This design comes from an exercise in tuning for small area and a short achievable clock period on the open sky130 flow, not from production work.
Only simulation tests tie the RTL to the original design; equivalence was not proved.
Power figures rest on the tool's default switching activity, not on a simulated workload.

--- design/flow/design.v ---
package deflate_pkg;
	function automatic logic [31:0] crc_shift(input logic [31:0] x, input integer n);
		crc_shift = x;
		for (int b = 0; b < n; b++)
			crc_shift = crc_shift[0] ? ((crc_shift >> 1) ^ 32'hEDB8_8320) : (crc_shift >> 1);
	endfunction
endpackage
`timescale 1ns/1ps
module block_decoder (
	input  logic        clk,
	input  logic        rst_n,
	input  logic        word_valid,
	input  logic [31:0] word,
	output logic        a_hdr,           
	output logic        a_dat,           
	output logic [1:0]  a_ra,            
	output logic [3:0]  a_sel,           
	output logic        a_crcv,          
	output logic        a_trl,           
	output logic [31:0] a_word,          
	output logic        a_bf,            
	output logic [1:0]  ra,              
	output logic        protocol_error
);
	logic        in_data_q;      
	logic        ended_q;        
	logic        final_q;        
	logic [15:0] bytes_left;     
	logic        accept;
	logic        block_end;
	logic        is_final;
	logic        last_q;         
	logic [3:0]  ra_oh;
	logic [31:0] word_up;
	assign accept    = word_valid & ~a_hdr & ~ended_q;    
	assign block_end = in_data_q ? last_q : (word[15:0] == '0);
	assign is_final  = in_data_q ? final_q : word[24];
	assign ra = {bytes_left[1] ^ bytes_left[0], bytes_left[0]} & {2{in_data_q & last_q}};   
	always_comb begin
		for (int r = 0; r < 4; r++)
			ra_oh[r] = (ra == 2'(r));
		word_up = ({32{ra_oh[0] & in_data_q}} & word)
		        | ({32{ra_oh[1]}} & {word[23:0], 8'b0})
		        | ({32{ra_oh[2]}} & {word[15:0], 16'b0})
		        | ({32{ra_oh[3]}} & {word[7:0],  24'b0})
		        | ({32{~in_data_q}} & {~word[7:0], word[15:0], ~word[15:8]});
	end
	always_ff @(posedge clk or negedge rst_n) begin
		if (!rst_n) begin
			in_data_q      <= 1'b0;
			ended_q        <= 1'b0;
			a_hdr          <= 1'b0;
			a_dat          <= 1'b0;
			a_trl          <= 1'b0;
			a_ra           <= '0;
			protocol_error <= 1'b0;
		end else begin
			a_hdr <= accept & ~in_data_q;
			a_dat <= accept & in_data_q;
			a_trl <= accept & block_end & is_final;
			a_ra  <= ra & {2{accept & in_data_q}};
			if (word_valid & ~accept)
				protocol_error <= 1'b1;
			if (accept) begin
				in_data_q <= ~block_end;
				ended_q   <= block_end & is_final;
			end
		end
	end
	always_ff @(posedge clk) begin
		for (int r = 0; r < 4; r++)
			a_sel[r] <= accept & in_data_q & ra_oh[r];
		a_crcv <= accept & in_data_q;
		a_word <= word_up;
		a_bf   <= word[24];
		if (accept) begin
			if (in_data_q) begin
				bytes_left[15:2] <= bytes_left[15:2] - 14'd1;
				last_q           <= (bytes_left[15:4] == '0) & ~(bytes_left[3] & (bytes_left[2:0] != 3'b000));
			end else begin
				bytes_left <= word[15:0];
				final_q    <= word[24];
				last_q     <= (word[15:3] == '0) & ~(word[2] & (word[1:0] != 2'b00));
			end
		end
	end
endmodule
`timescale 1ns/1ps
module crc32_engine (
	input  logic        clk,
	input  logic        rst_n,
	input  logic        crc_valid,
	input  logic [3:0]  crc_sel,         
	input  logic [31:0] crc_data,        
	input  logic        load,            
	input  logic [31:0] load_value,
	output logic [31:0] crc_out
);
	logic [31:0] inv_q;          
	logic [31:0] c;
	logic [31:0] t_in;           
	logic [31:0] r_lo;           
	logic [31:0] c_next;
	assign c = ~inv_q;
	always_comb begin
		for (int p = 0; p < 4; p++) begin
			t_in[p*8 +: 8] = '0;
			r_lo[p*8 +: 8] = (c[p*8 +: 8] & {8{~crc_valid & ~load}}) | (~load_value[p*8 +: 8] & {8{load}});
			for (int r = 0; r < 4; r++) begin
				if (p >= r)
					t_in[p*8 +: 8] = t_in[p*8 +: 8] | (c[(p-r)*8 +: 8] & {8{crc_sel[r]}});
				else
					r_lo[p*8 +: 8] = r_lo[p*8 +: 8] | (c[(p-r+4)*8 +: 8] & {8{crc_sel[r]}});
			end
			t_in[p*8 +: 8] = t_in[p*8 +: 8] ^ (crc_data[p*8 +: 8] & {8{crc_valid}});
		end
	end
	logic [67:0] s;             
	assign s[0] = t_in[2] ^ t_in[7];
	assign s[1] = t_in[0] ^ t_in[22];
	assign s[2] = t_in[3] ^ t_in[21];
	assign s[3] = t_in[4] ^ s[1];
	assign s[4] = t_in[1] ^ t_in[23];
	assign s[5] = t_in[10] ^ t_in[26];
	assign s[6] = t_in[12] ^ t_in[28];
	assign s[7] = t_in[5] ^ t_in[8];
	assign s[8] = t_in[6] ^ t_in[25];
	assign s[9] = t_in[19] ^ t_in[27];
	assign s[10] = t_in[13] ^ t_in[29];
	assign s[11] = t_in[14] ^ t_in[30];
	assign s[12] = t_in[17] ^ t_in[24];
	assign s[13] = t_in[15] ^ t_in[31];
	assign s[14] = t_in[11] ^ t_in[16];
	assign s[15] = t_in[9] ^ s[8];
	assign s[16] = t_in[20] ^ s[0];
	assign s[17] = t_in[5] ^ s[13];
	assign s[18] = t_in[18] ^ t_in[26];
	assign s[19] = t_in[18] ^ t_in[25];
	assign s[20] = t_in[11] ^ t_in[27];
	assign s[21] = s[4] ^ s[9];
	assign s[22] = t_in[0] ^ s[6];
	assign s[23] = s[10] ^ s[11];
	assign s[24] = t_in[24] ^ t_in[28];
	assign s[25] = t_in[9] ^ s[0];
	assign s[26] = s[2] ^ s[12];
	assign s[27] = t_in[2] ^ t_in[29];
	assign s[28] = t_in[4] ^ t_in[15];
	assign s[29] = t_in[9] ^ t_in[23];
	assign s[30] = t_in[7] ^ s[19];
	assign s[31] = t_in[30] ^ s[5];
	assign s[32] = t_in[17] ^ s[3];
	assign s[33] = t_in[3] ^ t_in[10];
	assign s[34] = s[1] ^ s[17];
	assign s[35] = t_in[6] ^ s[16];
	assign s[36] = t_in[12] ^ s[7];
	assign s[37] = t_in[31] ^ s[2];
	assign s[38] = s[10] ^ s[22];
	assign s[39] = t_in[30] ^ s[18];
	assign s[40] = s[20] ^ s[31];
	assign s[41] = t_in[16] ^ s[3];
	assign s[42] = s[14] ^ s[21];
	assign s[43] = s[14] ^ s[17];
	assign s[44] = t_in[11] ^ s[15];
	assign s[45] = t_in[5] ^ s[25];
	assign s[46] = t_in[14] ^ s[33];
	assign s[47] = t_in[4] ^ s[4];
	assign s[48] = s[24] ^ s[28];
	assign s[49] = t_in[2] ^ s[3];
	assign s[50] = t_in[19] ^ s[13];
	assign s[51] = s[11] ^ s[43];
	assign s[52] = s[7] ^ s[15];
	assign s[53] = t_in[10] ^ s[26];
	assign s[54] = t_in[7] ^ s[5];
	assign s[55] = t_in[23] ^ s[12];
	assign s[56] = t_in[28] ^ s[9];
	assign s[57] = s[4] ^ s[12];
	assign s[58] = t_in[14] ^ s[45];
	assign s[59] = t_in[27] ^ s[7];
	assign s[60] = t_in[20] ^ s[29];
	assign s[61] = s[6] ^ s[27];
	assign s[62] = t_in[4] ^ t_in[24];
	assign s[63] = t_in[31] ^ s[5];
	assign s[64] = t_in[16] ^ t_in[29];
	assign s[65] = t_in[1] ^ s[23];
	assign s[66] = t_in[8] ^ s[39];
	assign s[67] = t_in[13] ^ s[32];
	assign c_next[0] = (s[41] ^ ((s[4] ^ (t_in[8] ^ (t_in[26] ^ t_in[3]))) ^ s[35])) ^ r_lo[0];
	assign c_next[1] = ((s[25] ^ s[26]) ^ (s[47] ^ s[59])) ^ r_lo[1];
	assign c_next[2] = (s[52] ^ ((s[33] ^ (t_in[18] ^ s[24])) ^ s[49])) ^ r_lo[2];
	assign c_next[3] = (s[44] ^ (s[54] ^ (((t_in[19] ^ t_in[29]) ^ (t_in[3] ^ t_in[5])) ^ s[47]))) ^ r_lo[3];
	assign c_next[4] = (s[40] ^ ((s[62] ^ s[36]) ^ s[35])) ^ r_lo[4];
	assign c_next[5] = (s[52] ^ (s[37] ^ (((t_in[13] ^ t_in[7]) ^ s[20]) ^ s[22]))) ^ r_lo[5];
	assign c_next[6] = (s[38] ^ (s[60] ^ ((t_in[16] ^ t_in[2]) ^ s[46]))) ^ r_lo[6];
	assign c_next[7] = (s[65] ^ ((t_in[11] ^ s[28]) ^ s[53])) ^ r_lo[7];
	assign c_next[8] = (((t_in[12] ^ s[19]) ^ s[49]) ^ s[51]) ^ r_lo[8];
	assign c_next[9] = ((s[50] ^ (s[16] ^ s[36])) ^ s[67]) ^ r_lo[9];
	assign c_next[10] = ((((t_in[13] ^ t_in[21]) ^ s[18]) ^ s[3]) ^ s[58]) ^ r_lo[10];
	assign c_next[11] = ((s[21] ^ s[46]) ^ (s[7] ^ (t_in[6] ^ (t_in[15] ^ t_in[22])))) ^ r_lo[11];
	assign c_next[12] = (((s[14] ^ s[29]) ^ s[48]) ^ s[35]) ^ r_lo[12];
	assign c_next[13] = (s[53] ^ (s[36] ^ (s[64] ^ (t_in[7] ^ (t_in[0] ^ t_in[25]))))) ^ r_lo[13];
	assign c_next[14] = (s[67] ^ (s[66] ^ (t_in[1] ^ s[44]))) ^ r_lo[14];
	assign c_next[15] = ((s[63] ^ ((t_in[12] ^ t_in[18]) ^ s[21])) ^ s[58]) ^ r_lo[15];
	assign c_next[16] = (s[42] ^ (s[54] ^ ((t_in[13] ^ t_in[22]) ^ s[48]))) ^ r_lo[16];
	assign c_next[17] = ((s[55] ^ s[59]) ^ (s[61] ^ (s[14] ^ (t_in[25] ^ (t_in[14] ^ t_in[20]))))) ^ r_lo[17];
	assign c_next[18] = (s[38] ^ ((s[26] ^ s[39]) ^ (t_in[15] ^ s[15]))) ^ r_lo[18];
	assign c_next[19] = ((s[41] ^ s[65]) ^ (s[63] ^ (s[9] ^ s[30]))) ^ r_lo[19];
	assign c_next[20] = ((((t_in[7] ^ (t_in[3] ^ t_in[6])) ^ s[56]) ^ s[32]) ^ s[51]) ^ r_lo[20];
	assign c_next[21] = ((((t_in[17] ^ t_in[3]) ^ s[18]) ^ s[61]) ^ s[34]) ^ r_lo[21];
	assign c_next[22] = (s[66] ^ (s[16] ^ (s[9] ^ (t_in[22] ^ s[10])))) ^ r_lo[22];
	assign c_next[23] = ((((t_in[0] ^ t_in[8]) ^ s[11]) ^ s[37]) ^ (s[56] ^ s[60])) ^ r_lo[23];
	assign c_next[24] = ((s[64] ^ (s[13] ^ s[24])) ^ (s[25] ^ ((s[2] ^ s[5]) ^ (t_in[8] ^ (t_in[23] ^ t_in[6]))))) ^ r_lo[24];
	assign c_next[25] = (s[40] ^ (s[57] ^ ((t_in[20] ^ s[27]) ^ s[15]))) ^ r_lo[25];
	assign c_next[26] = (s[40] ^ (s[37] ^ ((s[19] ^ s[6]) ^ (t_in[24] ^ s[0])))) ^ r_lo[26];
	assign c_next[27] = (s[42] ^ (((t_in[31] ^ s[8]) ^ s[16]) ^ s[38])) ^ r_lo[27];
	assign c_next[28] = (s[41] ^ (s[55] ^ (((t_in[21] ^ t_in[6]) ^ s[6]) ^ s[23]))) ^ r_lo[28];
	assign c_next[29] = (s[34] ^ (s[57] ^ (s[23] ^ s[30]))) ^ r_lo[29];
	assign c_next[30] = (((s[11] ^ s[62]) ^ (t_in[3] ^ (t_in[20] ^ t_in[22]))) ^ (s[30] ^ s[50])) ^ r_lo[30];
	assign c_next[31] = ((((t_in[19] ^ t_in[1]) ^ s[0]) ^ (s[2] ^ s[8])) ^ s[34]) ^ r_lo[31];
	always_ff @(posedge clk)
		inv_q <= ~c_next;
	assign crc_out = inv_q;
endmodule
`timescale 1ns/1ps
module stored_sequencer (
	input  logic        clk,
	input  logic        rst_n,
	input  logic        a_hdr,
	input  logic        a_dat,
	input  logic [1:0]  a_ra,
	input  logic [3:0]  a_sel,
	input  logic        a_crcv,
	input  logic [1:0]  ra_next,         
	input  logic        a_trl,
	input  logic [31:0] a_word,
	input  logic        a_bf,
	output logic [2:0]  b_n,             
	output logic        b_last,          
	output logic        b_bf,            
	output logic [31:0] b_lanes          
);
	logic        st_crc_q;               
	logic        hdr_seen_q;             
	logic        crc_init;
	logic        st_isize_q;             
	logic [1:0]  pos_q;                  
	logic [15:0] isize_lo_q;             
	logic        isize_c_q;
	logic [15:0] isize_hi_q;
	logic [15:0] isize_hi_next;
	logic [31:0] crc_value;
	logic [31:0] g;                      
	logic [2:0]  n_c;
	logic [16:0] lo_sum;
	logic [1:0]  rot_next;
	logic [1:0]  pos_next;
	logic [3:0]  rot_q;                  
	crc32_engine crc32_engine_i (
		.clk       (clk),
		.rst_n     (rst_n),
		.crc_valid (a_crcv),
		.crc_data  (a_word),
		.crc_sel   (a_sel),
		.load      (st_crc_q | crc_init),         
		.load_value({isize_hi_next, isize_lo_q}),    
		.crc_out   (crc_value)
	);
 	assign crc_init = a_hdr & ~hdr_seen_q;   
	assign g = (st_crc_q | st_isize_q) ? crc_value : a_word;
	always_comb begin
		if (a_hdr)
			n_c = 3'd5;
		else if (a_dat)
			n_c = {a_ra == 2'd0, 2'd0 - a_ra};
		else if (st_crc_q | st_isize_q)
			n_c = 3'd4;
		else
			n_c = 3'd0;
	end
	always_comb begin
		logic [1:0] p;
		p        = {pos_q[1] ^ (pos_q[0] & a_hdr), pos_q[0] ^ a_hdr};    
		pos_next = {p[1] ^ a_ra[1] ^ (~p[0] & a_ra[0]), p[0] ^ a_ra[0]};
		rot_next = {pos_next[1] ^ ra_next[1] ^ (~pos_next[0] & ra_next[0]), pos_next[0] ^ ra_next[0]};
	end
	assign lo_sum        = {1'b0, isize_lo_q} + {1'b0, a_word[23:8] & {16{a_hdr}}};    
	assign isize_hi_next = isize_hi_q + {15'b0, isize_c_q};
	always_ff @(posedge clk or negedge rst_n) begin
		if (!rst_n) begin
			st_crc_q   <= 1'b0;
			hdr_seen_q <= 1'b0;
			st_isize_q <= 1'b0;
			pos_q      <= '0;
			isize_lo_q <= '0;
			isize_c_q  <= 1'b0;
			isize_hi_q <= '0;
			b_n        <= '0;
			b_last     <= 1'b0;
		end else begin
			st_crc_q   <= a_trl;
			hdr_seen_q <= hdr_seen_q | a_hdr;
			st_isize_q <= st_crc_q;
			pos_q      <= pos_next;
			isize_lo_q <= lo_sum[15:0];
			isize_c_q  <= lo_sum[16];
			isize_hi_q <= isize_hi_next;
			b_n        <= n_c;
			b_last     <= st_isize_q;
		end
	end
	always_ff @(posedge clk) begin
		b_bf    <= a_bf;
		for (int r = 0; r < 4; r++)
			rot_q[r] <= (rot_next == 2'(r));
		b_lanes <= ({32{rot_q[0]}} & g)
		         | ({32{rot_q[1]}} & {g[23:0], g[31:24]})
		         | ({32{rot_q[2]}} & {g[15:0], g[31:16]})
		         | ({32{rot_q[3]}} & {g[7:0],  g[31:8]});
	end
endmodule
`timescale 1ns/1ps
module bit_packer (
	input  logic        clk,
	input  logic        rst_n,
	input  logic [2:0]  b_n,
	input  logic        b_last,
	input  logic        b_bf,
	input  logic [31:0] b_lanes,
	output logic        out_valid,
	output logic [31:0] out_word,
	output logic        out_last,
	output logic [2:0]  out_bytes,
	output logic        done
);
	logic [2:0]  cnt_q;          
	logic        drain_q;        
	logic [31:0] ovf_q;          
	logic [31:0] held;           
	logic        emitted_q;      
	logic [3:0]  cnt_in;
	logic        last_seen;
	logic        emit;
	logic        emit_last;
	logic        hdr;
	logic [3:0]  sel_acc;        
	logic [3:0]  sel_fld;        
	logic [3:0]  sel_bf;         
	logic [31:0] word_c;
	assign cnt_in    = {1'b0, cnt_q} + {1'b0, b_n};
	assign last_seen = drain_q | b_last;
	assign emit      = (cnt_in >= 4'd4) | (last_seen & (cnt_in != '0));
	assign emit_last = last_seen & (cnt_in != '0) & (cnt_in <= 4'd4);
	assign hdr       = (b_n == 3'd5);
	always_comb begin
		for (int j = 0; j < 4; j++) begin
			sel_acc[j] = (cnt_q > 3'(j));
			sel_fld[j] = ~sel_acc[j] & (b_n != '0);
			sel_bf[j]  = hdr & (cnt_q[1:0] == 2'(j));
		end
		held = emitted_q ? ovf_q : out_word;
		for (int j = 0; j < 4; j++) begin
			word_c[j*8 +: 8] = ({8{sel_acc[j]}} & held[j*8 +: 8])
			                 | ({8{sel_fld[j] & ~sel_bf[j]}} & b_lanes[j*8 +: 8])
			                 | {7'b0, sel_bf[j] & b_bf};
		end
	end
	always_ff @(posedge clk or negedge rst_n) begin
		if (!rst_n) begin
			cnt_q     <= '0;
			drain_q   <= 1'b0;
			out_valid <= 1'b0;
			done      <= 1'b0;
		end else begin
			out_valid <= emit;
			drain_q   <= last_seen & ~emit_last;
			done      <= done | emit_last;
			if (emit)
				cnt_q <= emit_last ? '0 : 3'(cnt_in - 4'd4);
			else
				cnt_q <= 3'(cnt_in);
		end
	end
	always_ff @(posedge clk) begin
		out_last  <= emit_last;
		out_bytes <= emit_last ? 3'(cnt_in) : 3'd4;
		out_word  <= word_c;
		ovf_q     <= b_lanes;
		emitted_q <= emit;
	end
endmodule
`timescale 1ns/1ps
module deflate_stored_top (
	input  logic                        clk,
	input  logic                        rst_n,
	input  logic                        word_valid,
	input  logic [32-1:0]  word,           
	output logic                        out_valid,
	output logic [32-1:0]  out_word,
	output logic                        out_last,
	output logic [3-1:0] out_bytes,
	output logic                        done,
	output logic                        protocol_error
);
	logic        a_hdr, a_dat, a_trl;   
	logic [1:0]  a_ra;
	logic [3:0]  a_sel;
	logic        a_crcv;
	logic [1:0]  ra_next;
	logic [31:0] a_word;
	logic        a_bf;
	logic [2:0]  b_n;                   
	logic        b_last, b_bf;
	logic [31:0] b_lanes;
	block_decoder block_decoder_i (
		.clk            (clk),
		.rst_n          (rst_n),
		.word_valid     (word_valid),
		.word           (word),
		.a_hdr          (a_hdr),
		.a_dat          (a_dat),
		.a_ra            (a_ra),
		.a_sel           (a_sel),
		.a_crcv          (a_crcv),
		.ra              (ra_next),
		.a_trl          (a_trl),
		.a_word         (a_word),
		.a_bf           (a_bf),
		.protocol_error (protocol_error)
	);
	stored_sequencer stored_sequencer_i (
		.clk     (clk),
		.rst_n   (rst_n),
		.a_hdr   (a_hdr),
		.a_dat   (a_dat),
		.a_ra     (a_ra),
		.a_sel    (a_sel),
		.a_crcv   (a_crcv),
		.ra_next  (ra_next),
		.a_trl   (a_trl),
		.a_word  (a_word),
		.a_bf    (a_bf),
		.b_n     (b_n),
		.b_last  (b_last),
		.b_bf    (b_bf),
		.b_lanes (b_lanes)
	);
	bit_packer bit_packer_i (
		.clk       (clk),
		.rst_n     (rst_n),
		.b_n       (b_n),
		.b_last    (b_last),
		.b_bf      (b_bf),
		.b_lanes   (b_lanes),
		.out_valid (out_valid),
		.out_word  (out_word),
		.out_last  (out_last),
		.out_bytes (out_bytes),
		.done      (done)
	);
endmodule
--- design/flow/flow/run.sh ---
#!/bin/bash
# The standard layout, with the port buffers made of plain buffers instead of the
# slow delay buffers buffer_ports picks by default. Every port still gets its buffer.
set -euo pipefail
export BUFFER_PORTS_ARGS="-buffer_cell sky130_fd_sc_hd__buf_2"
bash standard.sh > standard.log 2>&1
--- design/flow/standard.sh ---
#!/bin/bash
# synth_recipe.tcl (not shown) runs the flow's synth.tcl, then flattens the netlist and writes it again
# the make line also repeats each setting of config.mk as NAME=value (left out here)
make -C /OpenROAD-flow-scripts/flow DESIGN_CONFIG=/design/flow/config.mk WORK_HOME=/design/flow/orfs CLKGATE_MAP_FILE= SYNTH_SCRIPT=/design/flow/synth_recipe.tcl "${@:-finish}"
--- design/flow/config.mk ---
export PLATFORM = sky130hd
export DESIGN_NAME = deflate_stored_top
export DESIGN_NICKNAME = deflate_stored_top
export VERILOG_FILES = /design/flow/design.v
export SDC_FILE = /design/flow/constraint.sdc
export NUM_CORES = 4
export LEC_CHECK = 0
export CAP_MARGIN = 5
export CORE_MARGIN = 2
export CORE_UTILIZATION = 40
export CTS_CLUSTER_DIAMETER = 80
export CTS_CLUSTER_SIZE = 24
export SETUP_SLACK_MARGIN = 3.6
export SLEW_MARGIN = 5
export TNS_END_PERCENT = 10
--- design/flow/constraint.sdc ---
create_clock -name core_clock -period 6.0 [get_ports {clk}]
set_input_delay 1.2000 -clock core_clock [delete_from_list [all_inputs] [get_ports {clk}]]
set_output_delay 1.2000 -clock core_clock [all_outputs]
set_load 0.01 [all_outputs]
==> results by group, run 1 <==
Clock tree
  • Clock Path Buffers: 3
  • CTS root buf: clkbuf_16
  • Num CTS Buffers: 17
  • CTS tree: built
  • Htree depth: 1
  • Worst skew pair latency: 520 ps
  • Sink Count: 250
  • Clk pin slew, worst setup/hold paths: 90 ps

Die
  • Core footprint: 33500 sq um
  • Rows: 67
  • Die width: 189 microns
  • Die H: 189 microns
  • Die area: 35600 sq um
  • # IOs: 74
  • Initial Util: 40.7%

Placed design
  • Pre-CTS setup slack: 2270 ps
  • Post-DP HPWL: 32000 microns
  • Port bufs: 73
  • Dpl cell area: 14400 sq um
  • RePlAce Congestion: 0.980

Synth
  • Post-Syn Area: 13600 sq um
  • Ys async rst share: 22.4%
  • Post-synth net total: 1505
  • Post-synth EDFFs: 18
  • Mean Syn Cell Area: 9.46 sq um
  • Synth cell types: 61
  • Yosys warns: 4
  • Cells after Synth: 1441
  • Sequential fraction of the synthesis area: 40.1%
  • Ys flop type: dfxtp_1
  • Yosys reg bits: 250

Drt
  • Routed WL per cell: 22.1 microns
  • First drt pass iteration count: 11
  • Via count: 11200
  • Remaining DRCs: 0
  • Post-route ant nets: 0
  • Vias per cell: 5.56
  • DRT iter0 DRCs: 1404
  • Routed WL: 44600 microns

Flow run
  • Max-cap violations: 0

Power and ir drop
  • Leakage dissipation: 6.82 nW
  • Cell Pwr Density: 646 nW/um^2
  • Power, Total: 10.7 mW
  • Maximum VDD drop: 0.291 mV

Setup path
  • Worst-path maximum fanout: 32
  • CP required: 6390 ps
  • WS Path Type: reg2reg
  • Startpoint Class: flop
  • Endpoint type of the worst setup path: flop
  • CP Data Arrival Time: 2930 ps

Timing
  • Slew margin rel.: 23.6%
  • Max-slew violation count: 0
  • Tmin final: 2550 ps
  • Least-Margin Pin Slew: 1140 ps
  • Fin Setup TNS: 0 ps
  • RSZ-0062 raised after global routing: true
  • Tcrit/Tclk final: 42.5%
  • Final setup vio count: 0
  • Final worst slack: 3450 ps
  • Count of final hold-check violations: 0
  • Setup Skew: 18.7 ps
  • Max Fclk: 392 MHz

Finish
  • Post-layout util: 49.5%
  • Multi-input logic area: 8570 sq um
  • Final instance area: 16600 sq um
  • Fillers: 3142
  • Commonest cells after routing, fill and taps aside: xnor2_1, dfxtp_1, nand2_1
  • Register area: 5530 sq um
  • Area growth syn-to-layout: 21.8%
  • Layout net count: 1626
  • ANT cells: 0
  • Most common cell after layout, fill and taps aside: xnor2_1
  • Layout cells sized above 1: 23.1%

Global route
  • Number of global-route vias before repair: 10700
  • GRT Overall Usage: 24.3%
  • Gr ovfl total: 0
  • First-pass GRT wire length: 65800 microns
  • Initial antenna violation count: 1
  • Pin count of the biggest net entering global routing: 57

Hold path
  • Worst Hold Class: reg2reg

Status
  • Status: finished clean
[metrics by stage]
stage          hold slack [ps]  instances
2_1_floorplan              310       1441
3_3_place_gp               312       1906
3_5_place_dp               329       1906
4_1_cts                    347       2002
5_1_grt                    355       2021
6_report                   344       2021
[kinds of logic after synthesis]
family | count (synthesis) | synth area share, %
simple gates | 359 | 12.2
compound gates | 299 | 15.4
flops | 250 | 40.1
xor+xnor | 329 | 22.0
mux | 52 | 4.01
buf+inv | 123 | 3.62
fa+ha+maj | 29 | 2.77
[per-layer routing]
layer  part of all wire [%]  vias to the layer above  GRT usage [%]
li1                       -                     5219              -
met1                     42                     5380           33.6
met2                     45                      533           38.6
met3                    8.0                      112           3.33
met4                    4.4                        0           9.44
met5                      0                        -              0
[power breakdown]
part | internal [mW] | total (mW) | leakage (nW) | switching, mW
clock | 0.563 | 1.22 | 0.265 | 0.652
combinational | 2.96 | 6.07 | 4.21 | 3.11
sequential | 2.50 | 3.44 | 2.34 | 0.937
[critical path, stage by stage (launching register included)]
cell and delay (ps):
dfrtp_4 510, buf_4 160, a21o_1 150, buf_4 250, or3_1 360, o221ai_1 150, xnor2_1 250, xnor3_1 290
xnor2_1 140, xor2_1 140
[layout make-up]
cell class / count / share of cell area (%)
Clock inverter: 9 / 0.671
Timing Repair Buffer: 166 / 6.96
Multi-Input combinational cell: 1068 / 51.6
Sequential cell: 250 / 33.3
Inverter: 58 / 1.39
Tap cell: 448 / 3.38
Timing Repair inverter: 1 / 0.0452
Clock buffer: 21 / 2.65
[cell usage after synthesis, drive strengths merged (27+ instances only)]
library cell	n	share of area, %
ha	27	2.5
nand2	139	3.8
a22oi	64	3.5
dfxtp	176	26
o21ai	68	2.5
nor2	73	2.0
clkbuf	49	1.3
nor3	36	1.3
dfrtp	56	10
xor2	85	5.7
inv	58	1.6
mux2i	31	2.3
xnor2	241	16
a21oi	37	1.4
[sequential cells by signal, indices dropped and copies added (netlist names), 16 cells and up]
signal	cells
bit_packer_i.ovf_q	32
stored_sequencer_i.isize_lo_q	16
block_decoder_i.a_word	32
block_decoder_i.bytes_left	16
stored_sequencer_i.crc32_engine_i.inv_q	32
stored_sequencer_i.isize_hi_q	16
bit_packer_i.out_word	32
stored_sequencer_i.b_lanes	32
[repair_timing]
| action | CTS | global route |
|---|---|---|
| pin swaps | 48 | 37 |
| gates cloned | 1 | 0 |
| hold buffers | 0 | 0 |
| endpoints found under the setup margin | 78 | 79 |
| gates resized for setup | 112 | 53 |
| buffers inserted | 65 | 19 |
[final timing paths]
kind,startpoint,end,slack (ps),cells past startpoint
setup reg to reg,block_decoder_i.a_hdr,stored_sequencer_i.crc32_engine_i.inv_q[17],3450,9
hold / removal,stored_sequencer_i.b_lanes[23],bit_packer_i.ovf_q[23],340,0
hold reg to reg,stored_sequencer_i.b_lanes[23],bit_packer_i.ovf_q[23],340,0
min in group asynchronous,rst_n,stored_sequencer_i.isize_hi_q[15],830,2
max in group asynchronous,rst_n,block_decoder_i.a_hdr,4500,2
setup / recovery,block_decoder_i.a_hdr,stored_sequencer_i.crc32_engine_i.inv_q[17],3450,9
==> run 2: changes to the inputs <==
==> design/flow/config.mk (replaced) <==
export PLATFORM = sky130hd
export DESIGN_NAME = deflate_stored_top
export DESIGN_NICKNAME = deflate_stored_top
export VERILOG_FILES = /design/flow/design.v
export SDC_FILE = /design/flow/constraint.sdc
export NUM_CORES = 4
export LEC_CHECK = 0
export CAP_MARGIN = 20
export CORE_MARGIN = 2
export CORE_UTILIZATION = 40
export CTS_BUF_LIST = sky130_fd_sc_hd__clkbuf_8 sky130_fd_sc_hd__clkbuf_16
export CTS_CLUSTER_DIAMETER = 70
export CTS_CLUSTER_SIZE = 20
export SETUP_SLACK_MARGIN = 3.5
export SLEW_MARGIN = 20
export TNS_END_PERCENT = 10
==> run 2 against run 1 <==
Setup slack worse by 74 ps. Still clean on timing, DRC and antenna. Largest cell class unchanged. Sequential share of layout area is 0.34 points higher. Largest power group unchanged. Clock skew is 5.9 ps higher. Global-route usage is 0.50 points lower. First-iteration DRC count is 12% lower.
==> results by group, run 2 <==
Die
  • Core footprint: 33500 sq um
  • Die H: 189 microns
  • # IOs: 74
  • Rows: 67
  • Die width: 189 microns
  • Die area: 35600 sq um
  • Initial Util: 40.7%

Timing
  • Count of final hold-check violations: 0
  • Slew margin rel.: 29.6%
  • Fin Setup TNS: 0 ps
  • Final setup vio count: 0
  • Setup Skew: 24.6 ps
  • Tmin final: 2620 ps
  • Tcrit/Tclk final: 43.7%
  • Max-slew violation count: 0
  • Worst Hold Slack: 338 ps
  • Least-Margin Pin Slew: 1050 ps
  • Max Fclk: 381 MHz
  • RSZ-0062 raised after global routing: true

Synth
  • Yosys reg bits: 250
  • Yosys warns: 4
  • Post-synth net total: 1505
  • Post-Syn Area: 13600 sq um
  • Mean Syn Cell Area: 9.46 sq um
  • Ys async rst share: 22.4%
  • Post-synth EDFFs: 18
  • Top post-synthesis cells by count: xnor2_1, dfxtp_1, nand2_1, xor2_1, nor2_1
  • Main area contributors after synthesis: dfxtp_1, xnor2_1, dfrtp_1
  • Ys flop type: dfxtp_1
  • Area share of the largest cell type after synthesis: 25.8%
  • Synth cell types: 61
  • Most frequent cell after synthesis: xnor2_1
  • Cells after Synth: 1441
  • Sequential fraction of the synthesis area: 40.1%
  • Cell accounting for the most synthesized area: dfxtp_1

Setup path
  • CP required: 6370 ps
  • Slowest CP cell: edfxtp_1
  • CP cell instances: inv_1 -> ha_4 -> nand3_2 -> and3_2 -> buf_4 -> a222oi_1 -> o211ai_1
  • WS Path Type: reg2reg
  • Startpoint Class: flop
  • Worst-path maximum fanout: 21
  • Endpoint type of the worst setup path: flop
  • Worst r2r src: block_decoder_i.bytes_left[0]
  • Max incr delay on CP: 490 ps
  • Top delay family on crit path: compound AO/OA/AOI/OAI gates
  • CP Data Arrival Time: 3000 ps
  • Worst Setup SP: block_decoder_i.bytes_left[0]
  • Buffer and inverter count on the worst path: 2

Global route
  • Initial antenna violation count: 2
  • Gr ovfl total: 0
  • GRT Overall Usage: 23.8%
  • Number of global-route vias before repair: 10700
  • First-pass GRT wire length: 65000 microns
  • Pin count of the biggest net entering global routing: 57

Power and ir drop
  • Maximum VDD drop: 0.253 mV
  • Cell Pwr Density: 645 nW/um^2
  • Power, Total: 10.5 mW
  • Leakage dissipation: 6.75 nW

Drt
  • Vias per cell: 5.54
  • Routed WL: 43300 microns
  • Routed WL per cell: 21.5 microns
  • Post-route ant nets: 0
  • Via count: 11100
  • DRT iter0 DRCs: 1229
  • Remaining DRCs: 0
  • First drt pass iteration count: 7

Flow run
  • Max-cap violations: 0

Clock tree
  • Clock Path Buffers: 3
  • CTS tree: built
  • CTS root buf: clkbuf_16
  • Worst skew pair latency: 530 ps
  • Clk pin slew, worst setup/hold paths: 80 ps
  • CTS hold repair buffers: 0
  • Num CTS Buffers: 19
  • Htree depth: 1
  • Sink Count: 250

Finish
  • ANT cells: 0
  • Area growth syn-to-layout: 19.9%
  • Layout cells sized above 1: 20.9%
  • Register area: 5490 sq um
  • Most common cell after layout, fill and taps aside: xnor2_1
  • Fillers: 3177
  • Commonest cells after routing, fill and taps aside: xnor2_1, dfxtp_1, nand2_1
  • Layout net count: 1615
  • Multi-input logic area: 8410 sq um

Status
  • Status: finished clean

Placed design
  • Port bufs: 73
  • RePlAce Congestion: 1.02
  • Post-DP HPWL: 31400 microns

Hold path
  • Worst Hold Class: reg2reg
  • Hold Path Origin: stored_sequencer_i.b_lanes[18]
## run 2: logic make-up (layout without fill, tap and decap cells)
group	after synthesis	after routing	share of synthesized area [%]
and+or+nand+nor	359	359	12.2
AOI/OAI and AO/OA	299	299	15.4
DFF	250	250	40.1
adders and majority gates	29	29	2.77
buffers and inverters	123	246	3.62
xor gates and xnor gates	329	329	22.0
muxes	52	52	4.01
## run 2: power by group
group	total, mW	internal, mW	switching [mW]
Combinational	5.84	2.85	2.99
Sequential	3.40	2.49	0.909
Clock	1.30	0.642	0.658
## run 2: cell type report
| type | instances | share of cell area [%] |
|---|---|---|
| inverter | 58 | 1.40 |
| timing repair buffer | 152 | 6.14 |
| tap | 448 | 3.43 |
| sequential | 250 | 33.6 |
| clock buffer | 22 | 3.16 |
| multi-input combinational | 1068 | 51.5 |
| timing repair inverter | 2 | 0.0919 |
| clock inverter | 12 | 0.674 |
## run 2: worst register-to-register path, stage by stage (launching register included)
cell      delay [ps]
edfxtp_1         490
inv_1            120
ha_4             390
nand3_2          180
and3_2           390
buf_4            240
a222oi_1         470
o211ai_1         200
## run 2: worst paths after layout
kind	to	cells after the start	slack, ps
min	bit_packer_i.ovf_q[18]	0	340
min reg2reg	bit_packer_i.ovf_q[18]	0	340
max	block_decoder_i.a_word[25]	7	3380
max reg2reg	block_decoder_i.a_word[25]	7	3380
min in group asynchronous	stored_sequencer_i.isize_hi_q[13]	2	860
max in group asynchronous	block_decoder_i.a_hdr	2	4460
## run 2: routing by layer
| metal | vias to the layer above | track usage [%] | routed length [microns] |
|---|---|---|---|
| met3 | 119 | 2.98 | 3080 |
| met5 | - | 0 | 0 |
| met1 | 5342 | 33.0 | 18700 |
| li1 | 5208 | - | - |
| met4 | 0 | 9.04 | 1840 |
| met2 | 472 | 38.0 | 19600 |
## run 2: stage by stage
step                      utilization, %  area [sq um]  worst slack, ps  cells
after global placement              42.9         14400             2510   1908
final                               48.7         16300             3380   2012
after detailed placement            42.9         14400             2550   1908
after global routing                48.7         16300             3280   2012
after CTS                           47.3         15900             3400   1984
after floorplan                        -         13600             3450   1441
## run 2: timing repair
action                                  in CTS  in global routing
setup buffers                               41                 26
pin swaps                                   21                 32
endpoints found under the setup margin      68                 55
resized for setup                           82                 41
gates cloned                                 1                  1
==> run 3: changes to the inputs <==
--- a/design/flow/design.v
+++ b/design/flow/design.v
@@ -74,10 +74,10 @@
 		a_word <= word_up;
 		a_bf   <= word[24];
+		bytes_left[15:2] <= (accept & ~in_data_q) ? word[15:2] : bytes_left[15:2] - {13'd0, accept & in_data_q};
 		if (accept) begin
 			if (in_data_q) begin
-				bytes_left[15:2] <= bytes_left[15:2] - 14'd1;
-				last_q           <= (bytes_left[15:4] == '0) & ~(bytes_left[3] & (bytes_left[2:0] != 3'b000));
+				last_q     <= (bytes_left[15:4] == '0) & ~(bytes_left[3] & (bytes_left[2:0] != 3'b000));
 			end else begin
-				bytes_left <= word[15:0];
+				bytes_left[1:0] <= word[1:0];
 				final_q    <= word[24];
 				last_q     <= (word[15:3] == '0) & ~(word[2] & (word[1:0] != 2'b00));
--- a/design/flow/config.mk
+++ b/design/flow/config.mk
@@ -9,8 +9,7 @@
 export CORE_MARGIN = 2
 export CORE_UTILIZATION = 40
-export CTS_BUF_LIST = sky130_fd_sc_hd__clkbuf_8 sky130_fd_sc_hd__clkbuf_16
-export CTS_CLUSTER_DIAMETER = 70
-export CTS_CLUSTER_SIZE = 20
+export CTS_CLUSTER_DIAMETER = 80
+export CTS_CLUSTER_SIZE = 24
 export SETUP_SLACK_MARGIN = 3.5
 export SLEW_MARGIN = 20
-export TNS_END_PERCENT = 10
+export TNS_END_PERCENT = 20
==> run 3 against run 2 <==
Synthesized area shrank 0.40%. First-iteration DRC count is 7.2% lower. Count of clock-buffer cells in the layout is the same. Critical path type unchanged. Combinational power grew 2%. Still clean on timing, DRC and antenna. Sequential power about the same. Register-to-register slack lost 50 ps. Cell count grew 0.60%.
==> results by group, run 3 <==
Timing
  • RSZ-0062 raised after global routing: true
  • Least-Margin Pin Slew: 1120 ps
  • Count of final hold-check violations: 0
  • Setup Skew: 22.2 ps
  • Tcrit/Tclk final: 44.6%
  • Final setup vio count: 0
  • Max Fclk: 374 MHz
  • Max-slew violation count: 0
  • Worst Hold Slack: 353 ps
  • Slew margin rel.: 25.0%
  • Tmin final: 2680 ps
  • Fin Setup TNS: 0 ps

Drt
  • Remaining DRCs: 0
  • DRT iter0 DRCs: 1140
  • Vias per cell: 5.63
  • Via count: 11400
  • First drt pass iteration count: 9
  • Routed WL per cell: 21.8 microns
  • Post-route ant nets: 0
  • Routed WL: 44200 microns

Die
  • # IOs: 74
  • Die width: 188 microns
  • Initial Util: 40.6%
  • Die area: 35400 sq um
  • Core footprint: 33400 sq um
  • Die H: 188 microns
  • Rows: 67

Synth
  • Main area contributors after synthesis: dfxtp_1, xnor2_1, dfrtp_1
  • Yosys reg bits: 250
  • Yosys warns: 4
  • Ys async rst share: 22.4%
  • Ys flop type: dfxtp_1
  • Post-Syn Area: 13600 sq um
  • Cell accounting for the most synthesized area: dfxtp_1
  • Area share of the largest cell type after synthesis: 28.0%
  • Most frequent cell after synthesis: xnor2_1
  • Sequential fraction of the synthesis area: 39.2%
  • Post-synth net total: 1522
  • Cells after Synth: 1457
  • Top post-synthesis cells by count: xnor2_1, dfxtp_1, nand2_1, o21ai_0, xor2_1
  • Mean Syn Cell Area: 9.32 sq um
  • Post-synth EDFFs: 4
  • Synth cell types: 66

Finish
  • Most common cell after layout, fill and taps aside: xnor2_1
  • ANT cells: 0
  • Layout cells sized above 1: 22.2%
  • Area growth syn-to-layout: 21.5%
  • Layout net count: 1632
  • Commonest cells after routing, fill and taps aside: xnor2_1, dfxtp_1, nand2_1
  • Final instance area: 16500 sq um
  • Fillers: 3057

Setup path
  • Worst Setup SP: block_decoder_i.a_sel[3]
  • Max incr delay on CP: 450 ps
  • CP cell instances: buf_4 -> nor2b_1 -> a2111oi_4 -> xor2_1 -> xnor2_1 -> xnor2_1 -> xnor2_1 -> xnor2_1
  • Worst r2r src: block_decoder_i.a_sel[3]
  • CP endpoint: stored_sequencer_i.crc32_engine_i.inv_q[4]
  • FF-to-FF path depth: 8
  • Worst-path maximum fanout: 19
  • Terminus of the critical flop-to-flop path: stored_sequencer_i.crc32_engine_i.inv_q[4]
  • Startpoint Class: flop
  • Slowest CP cell: xor2_1
  • CP required: 6370 ps
  • Worst R2R Setup Slack: 3320 ps
  • Endpoint type of the worst setup path: flop
  • Worst path most repeated cell: xnor2_1
  • WS Path Type: reg2reg
  • CP Data Arrival Time: 3050 ps

Global route
  • Number of global-route vias before repair: 11000
  • Gr ovfl total: 0
  • GRT Overall Usage: 24.1%
  • First-pass GRT wire length: 65700 microns
  • Pin count of the biggest net entering global routing: 60
  • Initial antenna violation count: 0

Power and ir drop
  • Cell Pwr Density: 643 nW/um^2
  • Power, Total: 10.6 mW
  • Leakage dissipation: 6.74 nW
  • Maximum VDD drop: 0.233 mV

Status
  • Status: finished clean

Clock tree
  • Num CTS Buffers: 16
  • Sink Count: 250
  • Worst skew pair latency: 510 ps
  • Htree depth: 1
  • CTS tree: built
  • CTS hold repair buffers: 0
  • Clk pin slew, worst setup/hold paths: 100 ps
  • Clock Path Buffers: 3
  • CTS root buf: clkbuf_16

Hold path
  • Worst Hold Class: reg2reg

Placed design
  • Post-DP HPWL: 30700 microns
  • RePlAce Congestion: 0.989
  • Dpl cell area: 14400 sq um
  • Port bufs: 73

Flow run
  • Max-cap violations: 0
## run 3: routing by layer
metal	global-route usage (%)	up-vias	wire length, microns
met1	32.8	5394	18100
met2	37.7	590	19500
met4	11.2	0	2600
met5	0	-	0
met3	3.78	170	4000
li1	-	5248	-
## run 3: cell families after synthesis
family / after synthesis / share of synthesized area (%)
fa+ha+maj: 30 / 2.88
compound gates: 312 / 15.9
xor+xnor: 330 / 22.6
mux: 42 / 3.23
simple gates: 362 / 12.4
buf+inv: 131 / 3.75
flops: 250 / 39.2
## run 3: final cells by class
| class | count | area, sq um | area share, % |
|---|---|---|---|
| tap | 448 | 561 | 3.40 |
| sequential | 250 | 5370 | 32.6 |
| multi-input combinational | 1078 | 8610 | 52.2 |
| inverter | 65 | 264 | 1.60 |
| timing repair buffer | 156 | 1150 | 6.99 |
| clock inverter | 5 | 65.1 | 0.395 |
| clock buffer | 22 | 465 | 2.82 |
## run 3: worst max-delay path: cells and delay by family (launching register included)
kind | cells | cell delay, ps
DFF | 1 | 310
buffers and inverters | 1 | 220
and+or+nand+nor | 1 | 190
xor gates and xnor gates | 5 | 1460
AOI/OAI and AO/OA | 1 | 350
## run 3: how the worst min path moves through the flow
stage / start / to / slack [ps] / depth (start not counted)
3_5_place_dp: stored_sequencer_i.b_lanes[4] / bit_packer_i.ovf_q[4] / 330 / 0
6_report: block_decoder_i.a_trl / stored_sequencer_i.st_crc_q / 350 / 0
4_1_cts: block_decoder_i.a_trl / stored_sequencer_i.st_crc_q / 350 / 0
5_1_grt: stored_sequencer_i.b_lanes[4] / bit_packer_i.ovf_q[4] / 360 / 0
3_3_place_gp: stored_sequencer_i.b_lanes[24] / bit_packer_i.ovf_q[24] / 330 / 0
2_1_floorplan: block_decoder_i.a_bf / stored_sequencer_i.b_bf / 310 / 0
## run 3: repair_timing
action,in CTS,in global routing
pin swaps,32,28
gates resized for setup,77,80
cloned,1,2
endpoints found under the setup margin,90,75
setup buffers,47,28
## run 3: through the flow
step                      cells  util (%)  setup slack (ps)
after CTS                  1993      47.3              3330
after global routing       2024      49.3              3270
after global placement     1918      43.0              2650
final                      2024      49.3              3320
after floorplan            1457         -              2820
after detailed placement   1918      43.0              2630
## run 3: report_power, final
part / total, mW / internal [mW] / switching (mW)
combinational: 5.97 / 2.84 / 3.12
clock: 1.20 / 0.573 / 0.629
sequential: 3.43 / 2.49 / 0.944
==> run 4: changes to the inputs <==
--- a/design/flow/config.mk
+++ b/design/flow/config.mk
@@ -13,3 +13,3 @@
 export SETUP_SLACK_MARGIN = 3.5
 export SLEW_MARGIN = 20
-export TNS_END_PERCENT = 20
+export TNS_END_PERCENT = 5
==> run 4 against run 3 <==
Clock power is essentially flat. Cell area is 4.7% lower. Fmax down 2.4%. Largest cell class unchanged. First-iteration DRC count down 18%. Non-clock buffer count shrank 30. Sequential power decreased by 2%. Still clean on timing, DRC and antenna. Cell count down 1.5%. Wire length fell by 6.0%. Worst hold slack got worse by 17 ps. Sequential share of layout area rose by 1.4 points.
==> results by group, run 4 <==
Status
  • Status: finished clean

Synth
  • Area share of the largest cell type after synthesis: 28.0%
  • Ys flop type: dfxtp_1
  • Mux contribution to synthesized area: 3.23%
  • Synth Area in XOR/XNOR: 22.6%
  • Synth Area in Compound Gates: 15.9%
  • Post-Syn Area: 13600 sq um
  • Largest family of logic cells by synthesized area: XOR/XNOR gates
  • Main area contributors after synthesis: dfxtp_1, xnor2_1, dfrtp_1
  • Yosys warns: 4
  • Post-synth EDFFs: 4
  • Post-synth net total: 1522
  • Synth cell types: 66
  • Yosys reg bits: 250
  • Most frequent cell after synthesis: xnor2_1
  • Post-synthesis adder-cell area fraction: 2.88%
  • Top post-synthesis cells by count: xnor2_1, dfxtp_1, nand2_1, o21ai_0, xor2_1
  • Sequential fraction of the synthesis area: 39.2%
  • Cells after Synth: 1457
  • Mean Syn Cell Area: 9.32 sq um
  • Ys async rst share: 22.4%
  • Simple-gate area share of the yosys netlist: 12.4%
  • Cell accounting for the most synthesized area: dfxtp_1

Drt
  • Routed WL: 41500 microns
  • Post-route ant nets: 0
  • Via count: 11100
  • Vias per cell: 5.55
  • DRT iter0 DRCs: 936
  • Routed WL per cell: 20.8 microns
  • First drt pass iteration count: 7
  • Remaining DRCs: 0

Clock tree
  • Num CTS Buffers: 17
  • CTS hold repair buffers: 0
  • Worst skew pair latency: 520 ps
  • Sink Count: 250
  • CTS root buf: clkbuf_16
  • Clk pin slew, worst setup/hold paths: 100 ps
  • Htree depth: 1
  • Clock Path Buffers: 3
  • CTS tree: built

Finish
  • ANT cells: 0
  • Layout cells sized above 1: 17.1%
  • Fillers: 3177
  • Layout net count: 1601
  • Post-layout util: 47.0%
  • Area growth syn-to-layout: 15.7%
  • Final instance area: 15700 sq um
  • Most common cell after layout, fill and taps aside: xnor2_1
  • Commonest cells after routing, fill and taps aside: xnor2_1, dfxtp_1, nand2_1

Setup path
  • Startpoint Class: input pin
  • Worst r2r src: block_decoder_i.a_sel[2]
  • CP required: 6400 ps
  • Worst-path maximum fanout: 4
  • WS Path Type: in2reg
  • Terminus of the critical flop-to-flop path: stored_sequencer_i.crc32_engine_i.inv_q[22]
  • CP Data Arrival Time: 3150 ps
  • Endpoint type of the worst setup path: flop
  • Worst Setup SP: word_valid
  • Slowest CP cell: or3_4
  • CP cell instances: buf_6 -> or3b_4 -> inv_4 -> nand2_4 -> inv_4 -> ha_4 -> nor3b_4 -> nand2b_1 -> or3_4 -> buf_6 -> nor3_4 -> xnor2_1 -> o21ai_1
  • Buffer and inverter count on the worst path: 4
  • FF-to-FF path depth: 9
  • Max incr delay on CP: 410 ps
  • Worst R2R Setup Slack: 3280 ps
  • Top delay family on crit path: simple AND/OR/NAND/NOR gates

Power and ir drop
  • Maximum VDD drop: 0.289 mV
  • Leakage dissipation: 6.44 nW
  • Power, Total: 10.2 mW
  • Cell Pwr Density: 646 nW/um^2

Timing
  • Fin Setup TNS: 0 ps
  • Setup Skew: 30.1 ps
  • Count of final hold-check violations: 0
  • Slew margin rel.: 25.9%
  • Least-Margin Pin Slew: 1110 ps
  • Tmin final: 2740 ps
  • RSZ-0062 raised after global routing: true
  • Max-slew violation count: 0
  • Worst Hold Slack: 336 ps
  • Tcrit/Tclk final: 45.7%
  • Max Fclk: 364 MHz
  • Final setup vio count: 0

Die
  • Die area: 35400 sq um
  • Die width: 188 microns
  • Initial Util: 40.6%
  • Rows: 67
  • Die H: 188 microns
  • # IOs: 74
  • Core footprint: 33400 sq um

Placed design
  • Post-DP HPWL: 30000 microns
  • Dpl cell area: 14400 sq um
  • RePlAce Congestion: 0.978
  • Port bufs: 73

Global route
  • Number of global-route vias before repair: 10800
  • Pin count of the biggest net entering global routing: 60
  • First-pass GRT wire length: 63800 microns
  • Gr ovfl total: 0
  • GRT Overall Usage: 23.1%
  • Initial antenna violation count: 3

Hold path
  • Worst Hold Class: reg2reg
  • Hold Path Origin: block_decoder_i.a_bf
  • Hold depth: 0
  • Hold path endpoint: stored_sequencer_i.b_bf

Flow run
  • Max-cap violations: 0
-- run 4: cell counts after synthesis --
Identical to the previous run, type by type.
-- run 4: layer usage --
| layer | share of wire (%) | track usage (%) |
|---|---|---|
| met5 | 0 | 0 |
| met4 | 4.0 | 8.45 |
| met2 | 45 | 36.3 |
| met1 | 43 | 32.1 |
| met3 | 8.2 | 3.59 |
-- run 4: what timing repair did --
item / CTS / global route
pin swaps: 15 / 8
setup endpoints to repair: 72 / 78
gates resized for setup: 61 / 20
buffers inserted: 36 / 5
-- run 4: how the worst max path moves through the flow --
stage                                                end  slack, ps  cells past startpoint
after floorplan           block_decoder_i.bytes_left[11]       2700                     12
after global placement    block_decoder_i.bytes_left[15]       2480                     12
after detailed placement  block_decoder_i.bytes_left[11]       2380                     12
after CTS                 block_decoder_i.bytes_left[11]       3250                     12
after global routing                   bit_packer_i.done       3110                      8
final                     block_decoder_i.bytes_left[13]       3260                     13
-- run 4: logic make-up after synthesis --
group                    count (synthesis)
multiplexers                            42
AND/OR/NAND/NOR                        362
buffers and inverters                  131
AO/OA/AOI/OAI                          312
flip-flops                             250
adder cells (fa/ha/maj)                 30
XOR/XNOR                               330
-- run 4: worst register-to-register path: cells and delay by family (launching register included) --
| kind | cells | cell delay [ps] |
|---|---|---|
| AND/OR/NAND/NOR | 1 | 200 |
| AO/OA/AOI/OAI | 1 | 380 |
| buffers and inverters | 1 | 220 |
| flip-flops | 1 | 310 |
| XOR/XNOR | 6 | 1540 |
-- run 4: report_power, final --
group	internal [mW]	switching, mW
registers	2.48	0.883
logic	2.65	2.94
clock network	0.554	0.648
total	5.68	4.47
-- run 4: layout make-up --
cell class,count,area [sq um],share of cell area [%]
clock buffer,19,433,2.75
tap,448,561,3.57
timing repair buffer,126,810,5.15
inverter,65,259,1.65
multi-input combinational,1076,8200,52.2
sequential,250,5350,34.0
clock inverter,9,104,0.661
-- run 4: per-stage QoR --
stage | cells | worst slack, ps
6_report | 1993 | 3260
5_1_grt | 1993 | 3110
4_1_cts | 1987 | 3250
3_5_place_dp | 1923 | 2380
3_3_place_gp | 1923 | 2480
2_1_floorplan | 1457 | 2700
==> run 5: changes to the inputs <==
--- a/design/flow/config.mk
+++ b/design/flow/config.mk
@@ -11,5 +11,5 @@
 export CTS_CLUSTER_DIAMETER = 80
 export CTS_CLUSTER_SIZE = 24
-export SETUP_SLACK_MARGIN = 3.5
+export SETUP_SLACK_MARGIN = 3.0
 export SLEW_MARGIN = 20
 export TNS_END_PERCENT = 5
==> run 5 against run 4 <==
Worst hold slack better by 1.6 ps. Clock power hardly changed. Count of clock-buffer cells in the layout stayed put. Utilization is 1.8 points lower. Synthesized area stayed put. Global-route usage is 0.58 points lower. Via count is 2.3% lower. Clock skew is 6.3 ps lower. Still clean on timing, DRC and antenna. Synthesized cell count stayed put. Register-to-register slack worse by 240 ps. Highest routed layer unchanged. Cell area is 3.8% lower. Non-clock buffer count is 35 lower. Critical endpoint is now stored_sequencer_i.crc32_engine_i.inv_q[24].
==> results by group, run 5 <==
Status
  • Status: finished clean

Synth
  • Cells after Synth: 1457
  • Largest family of logic cells by synthesized area: XOR/XNOR gates
  • Sequential fraction of the synthesis area: 39.2%
  • Ys flop type: dfxtp_1
  • Area share of the largest cell type after synthesis: 28.0%
  • Post-synth EDFFs: 4
  • Cell accounting for the most synthesized area: dfxtp_1
  • Post-synth net total: 1522
  • Most frequent cell after synthesis: xnor2_1
  • Synth cell types: 66
  • Post-synthesis adder-cell area fraction: 2.88%
  • Top post-synthesis cells by count: xnor2_1, dfxtp_1, nand2_1, o21ai_0, xor2_1
  • Ys async rst share: 22.4%
  • Simple-gate area share of the yosys netlist: 12.4%
  • Mux contribution to synthesized area: 3.23%
  • Mean Syn Cell Area: 9.32 sq um
  • Synth Area in XOR/XNOR: 22.6%
  • Yosys warns: 4
  • Yosys reg bits: 250
  • Synth Area in Compound Gates: 15.9%
  • Post-Syn Area: 13600 sq um
  • Main area contributors after synthesis: dfxtp_1, xnor2_1, dfrtp_1

Finish
  • Multi-input logic area: 7900 sq um
  • Layout cells sized above 1: 12.8%
  • Most common cell after layout, fill and taps aside: xnor2_1
  • Register area: 5340 sq um
  • Fillers: 3265
  • Commonest cells after routing, fill and taps aside: xnor2_1, dfxtp_1, nand2_1
  • Area growth syn-to-layout: 11.4%
  • Layout net count: 1566

Timing
  • Fin Setup TNS: 0 ps
  • Tcrit/Tclk final: 49.3%
  • Least-Margin Pin Slew: 1100 ps
  • Tmin final: 2960 ps
  • RSZ-0062 raised after global routing: true
  • Slew margin rel.: 26.5%
  • Setup Skew: 23.9 ps
  • Max Fclk: 338 MHz
  • Final setup vio count: 0
  • Max-slew violation count: 0
  • Count of final hold-check violations: 0

Clock tree
  • Num CTS Buffers: 17
  • CTS hold repair buffers: 0
  • Htree depth: 1
  • Clock Path Buffers: 3
  • Sink Count: 250
  • CTS tree: built
  • Worst skew pair latency: 520 ps
  • CTS root buf: clkbuf_16
  • Clk pin slew, worst setup/hold paths: 90 ps

Setup path
  • CP Data Arrival Time: 3330 ps
  • Max incr delay on CP: 490 ps
  • Worst R2R Setup Slack: 3040 ps
  • Worst-path maximum fanout: 21
  • Worst path most repeated cell: xnor2_1
  • Terminus of the critical flop-to-flop path: stored_sequencer_i.crc32_engine_i.inv_q[24]
  • Startpoint Class: flop
  • Endpoint type of the worst setup path: flop
  • WS Path Type: reg2reg
  • CP required: 6380 ps
  • Worst r2r src: block_decoder_i.a_sel[2]
  • FF-to-FF path depth: 8
  • Slowest CP cell: o221ai_1
  • CP cell instances: buf_4 -> clkinvlp_4 -> o221ai_1 -> xnor2_2 -> xnor2_1 -> xnor2_1 -> xnor3_1 -> xnor2_1
  • Buffer and inverter count on the worst path: 2
  • Top delay family on crit path: XOR/XNOR gates

Drt
  • Via count: 10800
  • DR WL met2: 18100 microns
  • Routed WL: 40300 microns
  • Vias per cell: 5.52
  • Top routing layer in use: met4
  • First drt pass iteration count: 7
  • Routed length on met3: 3040 microns
  • Remaining DRCs: 0
  • DRT met1 WL: 17800 microns
  • DRT iter0 DRCs: 919
  • Routed WL per cell: 20.5 microns
  • Post-route ant nets: 0

Placed design
  • RePlAce Congestion: 0.978
  • Port bufs: 73
  • Post-DP HPWL: 30000 microns

Global route
  • GRT Overall Usage: 22.5%
  • Pin count of the biggest net entering global routing: 60
  • Initial antenna violation count: 3
  • Number of global-route vias before repair: 10400
  • Gr ovfl total: 0
  • First-pass GRT wire length: 62100 microns

Hold path
  • Hold depth: 0
  • Worst Hold Class: reg2reg
  • Hold path endpoint: stored_sequencer_i.b_bf
  • Hold Path Origin: block_decoder_i.a_bf

Die
  • Initial Util: 40.6%
  • Die H: 188 microns
  • Die width: 188 microns
  • Rows: 67
  • # IOs: 74
  • Die area: 35400 sq um
  • Core footprint: 33400 sq um

Power and ir drop
  • Leakage dissipation: 6.15 nW
  • Power, Total: 9.90 mW
  • Cell Pwr Density: 655 nW/um^2
  • Maximum VDD drop: 0.288 mV

Flow run
  • Max-cap violations: 0
-- run 5: cell counts after synthesis --
No cell type changed its count.
-- run 5: metal layers --
layer | vias to the layer above | global-route usage (%)
li1 | 5125 | -
met3 | 75 | 3.26
met5 | - | 0
met2 | 452 | 35.9
met1 | 5162 | 31.7
met4 | 0 | 6.69
-- run 5: cells by family (layout without fill, tap and decap cells) --
family / Yosys count / after routing
simple gates: 362 / 362
other cells: 0 / 1
xor+xnor: 330 / 330
buf+inv: 131 / 184
fa+ha+maj: 30 / 30
flops: 250 / 250
compound gates: 312 / 312
mux: 42 / 42
-- run 5: how the worst max path moves through the flow --
stage / start / endpoint / slack [ps] / depth (start not counted)
2_1_floorplan: word_valid / block_decoder_i.bytes_left[11] / 2700 / 12
3_3_place_gp: word_valid / block_decoder_i.bytes_left[15] / 2480 / 12
3_5_place_dp: word_valid / block_decoder_i.bytes_left[11] / 2380 / 12
4_1_cts: block_decoder_i.a_sel[3] / stored_sequencer_i.crc32_engine_i.inv_q[24] / 2950 / 8
5_1_grt: block_decoder_i.a_hdr / stored_sequencer_i.isize_lo_q[10] / 2930 / 11
6_report: block_decoder_i.a_sel[2] / stored_sequencer_i.crc32_engine_i.inv_q[24] / 3040 / 8
-- run 5: timing repair --
action,CTS,global route
endpoints found under the setup margin,39,38
buffers inserted,0,6
gates resized for setup,16,10
pin swaps,0,1
hold endpoints to repair,0,0
-- run 5: power by group --
group | total, mW | internal, mW | switching (mW)
combinational | 5.34 | 2.51 | 2.83
sequential | 3.36 | 2.48 | 0.882
clock | 1.20 | 0.554 | 0.647
total | 9.90 | 5.54 | 4.36
-- run 5: layout make-up --
type	instances	area share [%]
Antenna cell	1	0.0165
Clock buffer	19	2.86
Clock inverter	9	0.687
Inverter	65	1.68
Multi-Input combinational cell	1076	52.3
Sequential cell	250	35.3
Tap cell	448	3.71
Timing Repair Buffer	91	3.47
-- run 5: metrics by stage --
stage          setup WS (ps)  hold slack [ps]  util, %  cell area, sq um  std cells
2_1_floorplan           2700              310        -             13600       1457
3_3_place_gp            2480              334     43.0             14400       1923
3_5_place_dp            2380              324     43.0             14400       1923
4_1_cts                 2950              340     44.8             15000       1951
5_1_grt                 2930              344     45.2             15100       1958
6_report                3040              338     45.2             15100       1959
-- run 5: worst register-to-register path: stages (launching register included) --
cell	delay, ps
dfxtp_1	320
buf_4	280
clkinvlp_4	420
o221ai_1	490
xnor2_2	210
xnor2_1	430
xnor2_1	200
xnor3_1	360
xnor2_1	130
==> run 6: changes to the inputs <==
--- a/design/flow/config.mk
+++ b/design/flow/config.mk
@@ -11,5 +11,5 @@
 export CTS_CLUSTER_DIAMETER = 80
 export CTS_CLUSTER_SIZE = 24
-export SETUP_SLACK_MARGIN = 3.0
+export SETUP_SLACK_MARGIN = 3.3
 export SLEW_MARGIN = 20
 export TNS_END_PERCENT = 5
==> run 6 against run 5 <==
Clock power about the same. Non-clock buffer count up 20. Register-to-register slack better by 240 ps. Critical path type is now in2reg. Largest cell class unchanged. Largest power group unchanged. Highest routed layer unchanged.
==> results by group, run 6 <==
Synth
  • Cell accounting for the most synthesized area: dfxtp_1
  • Most frequent cell after synthesis: xnor2_1
  • Sequential fraction of the synthesis area: 39.2%
  • Synth cell types: 66
  • Post-synth net total: 1522
  • Yosys reg bits: 250
  • Cells after Synth: 1457
  • Mean Syn Cell Area: 9.32 sq um
  • Post-synth EDFFs: 4
  • Yosys warns: 4
  • Ys async rst share: 22.4%
  • Ys flop type: dfxtp_1
  • Main area contributors after synthesis: dfxtp_1, xnor2_1, dfrtp_1
  • Top post-synthesis cells by count: xnor2_1, dfxtp_1, nand2_1, o21ai_0, xor2_1
  • Area share of the largest cell type after synthesis: 28.0%
  • Post-Syn Area: 13600 sq um

Setup path
  • Worst-path maximum fanout: 5
  • CP cell instances: buf_6 -> or3b_4 -> inv_4 -> nand2_4 -> inv_4 -> ha_4 -> nor3b_4 -> nand2b_1 -> or3_4 -> nor4_4 -> xnor2_1 -> o21ai_1
  • Worst r2r src: block_decoder_i.a_hdr
  • FF-to-FF path depth: 11
  • Terminus of the critical flop-to-flop path: stored_sequencer_i.isize_lo_q[15]
  • Max incr delay on CP: 390 ps
  • CP Data Arrival Time: 3160 ps
  • Endpoint type of the worst setup path: flop
  • Buffer and inverter count on the worst path: 3
  • CP required: 6400 ps
  • Startpoint Class: input pin
  • Worst path most repeated cell: inv_4
  • Slowest CP cell: or3b_4
  • WS Path Type: in2reg
  • Worst R2R Setup Slack: 3280 ps
  • Top delay family on crit path: simple AND/OR/NAND/NOR gates

Hold path
  • Hold Path Origin: block_decoder_i.a_bf
  • Hold path endpoint: stored_sequencer_i.b_bf
  • Worst Hold Class: reg2reg
  • Hold depth: 0

Drt
  • Routed WL: 41200 microns
  • Remaining DRCs: 0
  • Routed WL per cell: 20.8 microns
  • Post-route ant nets: 0
  • Via count: 11000
  • First drt pass iteration count: 9
  • Vias per cell: 5.55
  • DRT iter0 DRCs: 956

Die
  • Die width: 188 microns
  • Core footprint: 33400 sq um
  • Die area: 35400 sq um
  • Initial Util: 40.6%
  • Rows: 67
  • Die H: 188 microns
  • # IOs: 74

Finish
  • Area growth syn-to-layout: 14.6%
  • ANT cells: 0
  • Register area: 5340 sq um
  • Layout net count: 1586
  • Fillers: 3216
  • Multi-input logic area: 8160 sq um
  • Commonest cells after routing, fill and taps aside: xnor2_1, dfxtp_1, nand2_1
  • Layout cells sized above 1: 15.8%
  • Finished Layout Cells: 1978
  • Most common cell after layout, fill and taps aside: xnor2_1

Timing
  • Slew margin rel.: 26.2%
  • Count of final hold-check violations: 0
  • Final setup vio count: 0
  • Least-Margin Pin Slew: 1110 ps
  • Setup Skew: 27.4 ps
  • RSZ-0062 raised after global routing: true
  • Tmin final: 2760 ps
  • Fin Setup TNS: 0 ps
  • Max Fclk: 362 MHz
  • Final worst slack: 3240 ps
  • Tcrit/Tclk final: 46.0%
  • Max-slew violation count: 0

Placed design
  • Placed insts: 1923
  • Port bufs: 73
  • RePlAce Congestion: 0.978
  • Post-DP HPWL: 30000 microns
  • Pre-CTS setup slack: 2380 ps

Global route
  • Pin count of the biggest net entering global routing: 60
  • First-pass GRT wire length: 62900 microns
  • Gr ovfl total: 0
  • Number of global-route vias before repair: 10500
  • GRT Overall Usage: 22.8%
  • Initial antenna violation count: 2

Clock tree
  • CTS tree: built
  • Clk pin slew, worst setup/hold paths: 100 ps
  • CTS root buf: clkbuf_16
  • Num CTS Buffers: 17
  • Clock Path Buffers: 3
  • Htree depth: 1
  • Worst skew pair latency: 520 ps
  • Sink Count: 250
  • CTS hold repair buffers: 0

Flow run
  • Max-cap violations: 0

Power and ir drop
  • Maximum VDD drop: 0.291 mV
  • Cell Pwr Density: 648 nW/um^2
  • Leakage dissipation: 6.35 nW
  • Power, Total: 10.1 mW

Status
  • Status: finished clean
[run 6: cell types whose count changed in the layout (fill, tap and decap cells not counted), sizes merged]
| cell | delta |
|---|---|
| diode | -1 |
| buf | +20 |
[run 6: where the power goes]
| group | switching (mW) | leakage (nW) | internal [mW] |
|---|---|---|---|
| combinational | 2.91 | 3.76 | 2.61 |
| clock | 0.652 | 0.256 | 0.554 |
| sequential | 0.880 | 2.33 | 2.48 |
[run 6: logic make-up (layout without fill, tap and decap cells)]
kind of cell,count (synthesis),count (layout),share of synthesized area [%]
simple gates,362,362,12.4
xor+xnor,330,330,22.6
compound gates,312,312,15.9
flops,250,250,39.2
buf+inv,131,204,3.75
mux,42,42,3.23
fa+ha+maj,30,30,2.88
[run 6: worst max-delay path by stage]
stage / start / end / slack, ps / cells past startpoint
after global routing: bit_packer_i.cnt_q[0] / bit_packer_i.done / 3110 / 8
after detailed placement: word_valid / block_decoder_i.bytes_left[11] / 2380 / 12
after floorplan: word_valid / block_decoder_i.bytes_left[11] / 2700 / 12
after global placement: word_valid / block_decoder_i.bytes_left[15] / 2480 / 12
after CTS: block_decoder_i.a_sel[2] / stored_sequencer_i.crc32_engine_i.inv_q[4] / 3170 / 8
final: word_valid / block_decoder_i.bytes_left[11] / 3240 / 12
[run 6: what timing repair did]
item,CTS,global route
pin swaps,5,9
setup endpoints to repair,59,64
setup buffers,14,12
gates resized for setup,33,34
[run 6: through the flow]
step / hold slack (ps) / util [%] / instance area [sq um]
2_1_floorplan: 310 / - / 13600
6_report: 336 / 46.5 / 15600
3_3_place_gp: 334 / 43.0 / 14400
3_5_place_dp: 324 / 43.0 / 14400
4_1_cts: 340 / 45.4 / 15200
5_1_grt: 344 / 46.5 / 15600
[run 6: area by class of cell]
class                      count  area share, %
clock buffer                  19           2.78
clock inverter                 9          0.667
inverter                      65           1.65
multi-input combinational   1076           52.5
sequential                   250           34.3
tap                          448           3.60
timing repair buffer         111           4.50
[run 6: routing by layer]
metal | up-vias | routed length [microns] | global-route usage [%]
met4 | 0 | 1450 | 7.18
met2 | 457 | 18600 | 36.2
met1 | 5279 | 18100 | 31.7
met5 | - | 0 | 0
met3 | 89 | 3050 | 3.74
li1 | 5153 | - | -

[separate check: timing with driven ports]
In the flow no input, the clock included, has a driving cell. The finished layouts below were timed again as built, in two steps. Step 1 (the two cells are an assumption about what drives the block):
set clk [get_ports {clk}]
set_driving_cell -lib_cell sky130_fd_sc_hd__clkbuf_16 $clk
set_driving_cell -lib_cell sky130_fd_sc_hd__buf_2 [delete_from_list [all_inputs] $clk]
Step 2 moves the port delays by t, midway between the first and last clock arrival at a register: inputs arrive t later, outputs are due t later. That takes back most of the time a late clock gives input paths. Three values: ideal, step 1, step 2; two values: the first two.
run	t (ns)	setup slack, ns	clock arrival spread, ns	slew at the worst register clock pin (ns)	worst slew at a driven data input, ns
run 1	0.561	3.451 / 3.451 / 3.289	0.019 / 0.019	0.10 / 0.10	0.04
run 2	0.565	3.377 / 3.377 / 3.256	0.028 / 0.029	0.09 / 0.09	0.04
run 3	0.556	3.323 / 3.323 / 2.782	0.024 / 0.024	0.10 / 0.10	0.04
run 4	0.552	3.256 / 3.268 / 2.716	0.031 / 0.030	0.10 / 0.10	0.04
run 5	0.553	3.043 / 3.043 / 2.566	0.024 / 0.024	0.09 / 0.09	0.03
run 6	0.553	3.239 / 3.251 / 2.697	0.027 / 0.027	0.10 / 0.10	0.04
After both steps setup and hold are still met in every run listed. The setup slack of run 6, which loses most, moves by +0.012 ns with the drivers and by -0.542 ns with both steps.
